This is an optimization exercise on Yosys and OpenROAD, whose aim is small area and a short achievable clock period, not a production implementation.
Only the layout flow was run in this run; the RTL was not checked for function there.
No activity file was given, so power comes from the tool's default toggle rates.

### flow/config.mk
export PLATFORM = sky130hd
export DESIGN_NAME = main_mem_responder
export DESIGN_NICKNAME = main_mem_responder
export VERILOG_FILES = /design/flow/design.v
export SDC_FILE = /design/flow/constraint.sdc
export NUM_CORES = 4
export LEC_CHECK = 0
export CAP_MARGIN = 20
export CORE_MARGIN = 2
export CORE_UTILIZATION = 40
export SLEW_MARGIN = 20
export SYNTH_HIERARCHICAL = 1
### flow/constraint.sdc
create_clock -name core_clock -period 3.5 [get_ports {clk}]
set_input_delay 0.7000 -clock core_clock [delete_from_list [all_inputs] [get_ports {clk}]]
set_output_delay 0.7000 -clock core_clock [all_outputs]
set_load 0.01 [all_outputs]
### flow/design.v
module mr_o22ai (input logic a1, a2, b1, b2, output logic y);
  assign y = ~((a1 | a2) & (b1 | b2));
endmodule
module mr_a222oi (input logic a1, a2, b1, b2, c1, c2, output logic y);
  assign y = ~((a1 & a2) | (b1 & b2) | (c1 & c2));
endmodule
module mr_nand2 (input logic a, b, output logic y);
  assign y = ~(a & b);
endmodule
module mr_nand4 (input logic a, b, c, d, output logic y);
  assign y = ~(a & b & c & d);
endmodule
module mr_nor3 (input logic a, b, c, output logic y);
  assign y = ~(a | b | c);
endmodule
module mr_sel64 (input logic [63:0] sel, input logic [63:0] q, output logic y);
  logic [21:0] l1;    
  logic [5:0]  l2;    
  logic [1:0]  l3;    
  for (genvar k = 0; k < 21; k++) begin : g_l1
    mr_a222oi u (.a1(sel[3*k]), .a2(q[3*k]), .b1(sel[3*k+1]), .b2(q[3*k+1]),
                 .c1(sel[3*k+2]), .c2(q[3*k+2]), .y(l1[k]));
  end
  mr_nand2 u_l1_last (.a(sel[63]), .b(q[63]), .y(l1[21]));
  for (genvar k = 0; k < 5; k++) begin : g_l2
    mr_nand4 u (.a(l1[4*k]), .b(l1[4*k+1]), .c(l1[4*k+2]), .d(l1[4*k+3]), .y(l2[k]));
  end
  mr_nand2 u_l2_last (.a(l1[20]), .b(l1[21]), .y(l2[5]));
  mr_nor3 u_l3_0 (.a(l2[0]), .b(l2[1]), .c(l2[2]), .y(l3[0]));
  mr_nor3 u_l3_1 (.a(l2[3]), .b(l2[4]), .c(l2[5]), .y(l3[1]));
  mr_nand2 u_l4 (.a(l3[0]), .b(l3[1]), .y(y));
endmodule
module main_mem_responder (
  input  logic        clk,
  input  logic        rst,
  input  logic        MemoryRequest,
  input  logic        MemoryWriteEnable,
  input  logic [15:0] MemoryAddressIn,
  input  logic [15:0] MemoryDataIn,
  output logic        MemStall,
  output logic        MemDataValid,
  output logic [15:0] MemDataOut,
  output logic [15:0] MemAddressOut
);
  logic [15:0] mem_q [256];
  logic        ph_q;                  
  logic        busy_q;                
  logic        rv0_q, rv1_q, rv2_q, rv3_q;
  logic [15:0] ra0_q, ra1_q, ra2_q, ra3_q;
  logic        wv_q;                  
  logic [15:0] wc_q;                  
  logic        wvn_q;                 
  logic [7:0]  wan_q;                 
  logic [7:0]  pda_q, pdb_q;          
  logic [15:0] grp_q [4];             
  logic        ph2_q;                 
  logic [15:0] do_q;
  logic rd_accept, wr_accept;
  assign rd_accept = rst & MemoryRequest & ~MemoryWriteEnable;
  assign wr_accept = rst & MemoryRequest & MemoryWriteEnable & ~busy_q;
  assign MemStall  = rst & MemoryRequest & MemoryWriteEnable & busy_q;
  always_ff @(posedge clk) begin
    ph_q   <= ~ph_q;
    busy_q <= rst & (rd_accept | rv0_q | rv1_q);
    rv0_q  <= rd_accept;
    rv1_q  <= rst & rv0_q;
    rv2_q  <= rst & rv1_q;
    rv3_q  <= rst & rv2_q;
    wv_q   <= wr_accept;
    wc_q   <= MemoryDataIn ^ {16{~ph_q}};
    wvn_q  <= ~wr_accept;
    wan_q  <= ~MemoryAddressIn[8:1];
    ra0_q  <= MemoryAddressIn;
    ra1_q  <= ra0_q;
    ra2_q  <= ra1_q;
    ra3_q  <= (rst & rv2_q) ? ra2_q : 16'h0000;
    for (int i = 0; i < 8; i++) begin
      pda_q[i] <= (ra0_q[3:1] == i[2:0]);
      pdb_q[i] <= (ra0_q[6:4] == i[2:0]);
    end
  end
  logic [255:0] wr1, wr2;
  always_comb begin
    for (int w = 0; w < 256; w++) begin
      wr1[w] = wv_q & (ra0_q[8:1] == w[7:0]);
      wr2[w] = ~(~wvn_q & (~wan_q == w[7:0]));
    end
  end
  logic [15:0] mem_d [256];
  for (genvar w = 0; w < 256; w++) begin : g_row
    for (genvar b = 0; b < 16; b++) begin : g_bit
      mr_o22ai u_nx (.a1(mem_q[w][b]), .a2(wr1[w]), .b1(wc_q[b]), .b2(wr2[w]), .y(mem_d[w][b]));
    end
  end
  always_ff @(posedge clk) begin
    for (int w = 0; w < 256; w++) mem_q[w] <= mem_d[w];
  end
  logic [63:0] rsel;
  always_comb begin
    for (int i = 0; i < 64; i++) rsel[i] = pda_q[i % 8] & pdb_q[i / 8];
  end
  logic [15:0] grp [4];
  for (genvar g = 0; g < 4; g++) begin : g_quarter
    for (genvar b = 0; b < 16; b++) begin : g_bit
      logic [63:0] col;
      for (genvar i = 0; i < 64; i++) begin : g_w
        assign col[i] = mem_q[g * 64 + i][b];
      end
      mr_sel64 u_sel (.sel(rsel), .q(col), .y(grp[g][b]));
    end
  end
  always_ff @(posedge clk) begin
    for (int g = 0; g < 4; g++) grp_q[g] <= grp[g];
    ph2_q <= ph_q;
    do_q  <= (rst & rv2_q) ? (grp_q[ra2_q[8:7]] ^ {16{ph2_q}}) : 16'h0000;
  end
  assign MemDataValid  = rv3_q;
  assign MemDataOut    = do_q;
  assign MemAddressOut = ra3_q;
endmodule
### flow/run.sh
#!/bin/bash
# synth_recipe.tcl (not shown) runs the flow's synth.tcl, then flattens the netlist and writes it again
# the make line also repeats each setting of config.mk as NAME=value (left out here)
make -C /OpenROAD-flow-scripts/flow DESIGN_CONFIG=/design/flow/config.mk WORK_HOME=/design/flow/orfs CLKGATE_MAP_FILE= SYNTH_SCRIPT=/design/flow/synth_recipe.tcl finish
==> summary.md <==
| Metric | Value |
|---|---|
| Commonest non-fill, non-tap cell in the layout | dfxtp_1 |
| 1st-iter DRT viols | 25500 |
| Worst skew pair latency | 1.06 ns |
| Fin. Hold Viols | 0 |
| Initial antenna violation count | 35 |
| Lkg Pwr | 0.0626 µW |
| Mean Syn Cell Area | 11.8 µm² |
| Register area share after synthesis | 0.644 |
| Detail Placement HPWL | 384 mm |
| Largest net degree at the start of global routing | 127 |
| CTS max path bufs | 4 |
| DRC violations left | 0 |
| Maximum vdd drop | 0.445 mV |
| F_max | 269 MHz |
| Crit path DAT | 4.59 ns |
| Commonest cells after routing, fill and taps aside | 4273 x dfxtp_1, 4096 x o22ai_1, 1344 x a222oi_1 |
| Worst-margin pin slew | 1.30 ns |
| RSZ-0062 raised after global routing | true |
| Reg power frac | 0.489 |
| Number of buffers created by CTS | 425 |
| CTS tree | done |
| Post-CTS Hold Fix Bufs | 0 |
| Placed Cells | 16400 |
| Crit Path Class | reg2reg |
| Type of element capturing the critical path | flop |
| Mapped Nets | 11300 |
| Main flop type after synthesis | dfxtp_1 |
| GR Util All Layers | 0.335 |
| Iteration count of the initial detailed-routing pass | 13 |
| Clock slew at reported path FFs | 0.07 ns |
| CTS H-tree depth | 5 |
| Drt total wl | 599 mm |
| Root Buffer | clkbuf_16 |
| Synth Warn # | 13 |
| Fin crit period | 3.71 ns |
| Vias in the first global route | 117000 |
| Synthesized cell area | 133000 µm² |
| Period utilisation layout | 1.06 |
| Clk_skew | 0.0828 ns |
| Final Non-Filler Cells | 17300 |
| Layout violations | negative setup slack |
| Slew HR | 0.131 |
| Post-synth cell types | 35 |
| Reg2Reg Depth | 6 |
| NetSw | 24300 µW |
| CTS sink cnt | 4289 |
| Core area | 331000 µm² |
| Core Rows | 211 |
| Comb power frac | 0.049 |
| Critical Path Source Type | flop |
| Yosys reg bits | 4289 |
| IO Pins | 70 |
| Post-CTS setup buffer count | 0 |
| Cell area power density | 640 nW/µm² |
| Worst Hold Class | in2reg |
| Post-synth EDFFs | 0 |
| PortBufs | 69 |
| Final total power | 104000 µW |
| WHS | 0.105 ns |
| Fin worst setup slack | -0.214 ns |
| Via/cell ratio | 7.29 |
| Global-route wire length before repair | 848 mm |
| Fin nets | 12500 |
| DR WL/cell | 34.7 µm |
| Vias | 126000 |
| Post-synth ARST share | 0 |
| Die Y | 581 µm |
| Synthesis-to-finish area growth | 21.4% |
| Die X | 581 µm |
| Mapped Cells | 11300 |
| Outcome | complete, but fails checks |
| Total grt overflow | 0 |
| Worst EP required | 4.38 ns |
| Gpl congestion | 0.985 |
| Clock network fraction of total power | 0.461 |
| ANT nets after route | 0 |
| Hold Path Cell Cnt | 1 |
| Internal power | 79300 µW |
| Final Setup Violations | 15 |
| Max-slew violation count | 0 |
| Initial Util | 0.403 |
| Maxcap violations | 0 |
| Net Sw Frac | 0.234 |
| Full die area | 338000 µm² |
| Worst-path maximum fanout | 32 |
| Share of layout cells above drive strength 1 | 0.144 |
stage by stage:
| step | utilization | cell area, µm² | setup TNS [ns] | setup WS, ns |
|---|---|---|---|---|
| after floorplan | - | 133000 | 0 | 0.703 |
| after global placement | 0.444 | 147000 | -0.0930 | -0.0498 |
| after detailed placement | 0.444 | 147000 | 0 | 0.00149 |
| after CTS | 0.488 | 162000 | 0 | 0.00155 |
| after global routing | 0.489 | 162000 | -0.00460 | -0.00460 |
| final | 0.489 | 162000 | -1.29 | -0.214 |
cell type report:
type	instances	area [µm²]
repair buffers	908	8170
inverters	16	60.1
flip-flops and latches	4289	85900
clock inverters	172	2240
multi-input cells	6867	47300
well taps	4366	5460
clock buffers	609	12500
diodes	50	125
fillers	29100	169000
power by group through the flow:
stage	combinational, µW	sequential, µW	clock [µW]
after CTS	4800	50600	47900
final	5120	50700	47700
after floorplan	1880	51800	0
after global routing	5100	50700	50000
after global placement	4710	51700	0
after detailed placement	4780	51700	0
what timing repair did:
action / in CTS / in global routing
cloned: 0 / 0
resized for setup: 3 / 5
endpoints found under the setup margin: 3 / 7
pin swaps: 0 / 2
cell usage after synthesis (7+ instances only):
master / instances / area [µm²]
nand2b_1: 8 / 50.1
nand3_1: 7 / 35.0
and2_1: 69 / 432
nor3_1: 11 / 55.1
nor2_1: 289 / 1080
and3_1: 19 / 119
nor2_2: 8 / 50.1
nand2_1: 483 / 1810
mux4_2: 16 / 360
clkbuf_1: 43 / 161
nor3_2: 135 / 1350
buf_2: 33 / 165
dfxtp_1: 4289 / 85900
inv_1: 16 / 60.1
a222oi_1: 1344 / 13500
o22ai_1: 4096 / 25600
xnor2_1: 32 / 280
nand4_1: 322 / 2010
nor2b_1: 7 / 43.8
per-layer routing:
metal  wire, µm  vias to the layer above  global-route usage
met5        174                        -                   0
met4      44900                       30               0.218
met3      85600                     1821               0.119
met2     245000                     9811               0.469
met1     223000                    62600               0.434
li1           -                    51700                   -
state kept, by name, summed over array words and instances, names as in the netlist, 8 cells and up:
| register | cells |
|---|---|
| pda_q | 8 |
| wan_q | 8 |
| ra0_q | 16 |
| wc_q | 16 |
| do_q | 16 |
| mem_q | 4096 |
| pdb_q | 8 |
| ra3_q | 16 |
| ra1_q | 16 |
| grp_q | 64 |
| ra2_q | 16 |
cells by family after synthesis:
logic type / count (synthesis) / synth area share
xor gates and xnor gates: 32 / 0.00210
DFF: 4289 / 0.644
muxes: 16 / 0.00270
AOI/OAI and AO/OA: 5441 / 0.293
and+or+nand+nor: 1378 / 0.0543
buffers and inverters: 97 / 0.00309
path summary, 6_finish.rpt:
path / from / end / slack (ns)
setup / recovery: pda_q[5] / grp_q[1][13] / -0.21
hold / removal: MemoryAddressIn[11] / ra0_q[11] / 0.11
setup reg to reg: pda_q[5] / grp_q[1][13] / -0.21
hold reg to reg: ra0_q[12] / ra1_q[12] / 0.30
Yosys stat by module (local to each module, per instance), a selection:
| module | cell area (µm²) | flops+latches | times used | cells inside |
|---|---|---|---|---|
| main_mem_responder | 90100 | 4289 | 1 | 5173 |
| mr_a222oi | 10.0 | 0 | 1344 | 1 |
| mr_nor3 | 10.0 | 0 | 128 | 1 |
| mr_nand4 | 6.26 | 0 | 320 | 1 |
| mr_o22ai | 6.26 | 0 | 4096 | 1 |
| mr_nand2 | 3.75 | 0 | 192 | 1 |
critical path, stage by stage (launching register included):
cell and delay, ns:
dfxtp_1 0.50, and2_2 0.52, a222oi_1 1.00, nand4_1 0.55
buf_4 0.31, nor3_4 0.51, nand2_1 0.13

[static timing again, ports no longer ideal]
How much do the figures lean on ideal ports? The routed layout below was timed once more, with nothing changed but the port constraints.
Step 1 assumes that a clkbuf_16 drives the clock port and a buf_2 every other input.
Step 2, shift: input delay + t, output delay - t, t = (earliest + latest rising clock arrival at the registers) / 2. This alone moves slack from input paths to output paths.
Slacks: no drivers / after step 1 / after step 2; pairs: no drivers / after step 1.
shift t [ns]: 1.104
slack for setup (ns): -0.214 / -0.214 / -0.214
clock arrival spread, ns: 0.090 / 0.090
worst data-port slew with drivers (ns): 0.04
cell pins on the clock port's net: 1
For this run, drivers alone change the setup slack by 0.000 ns; drivers and shift together by 0.000 ns.
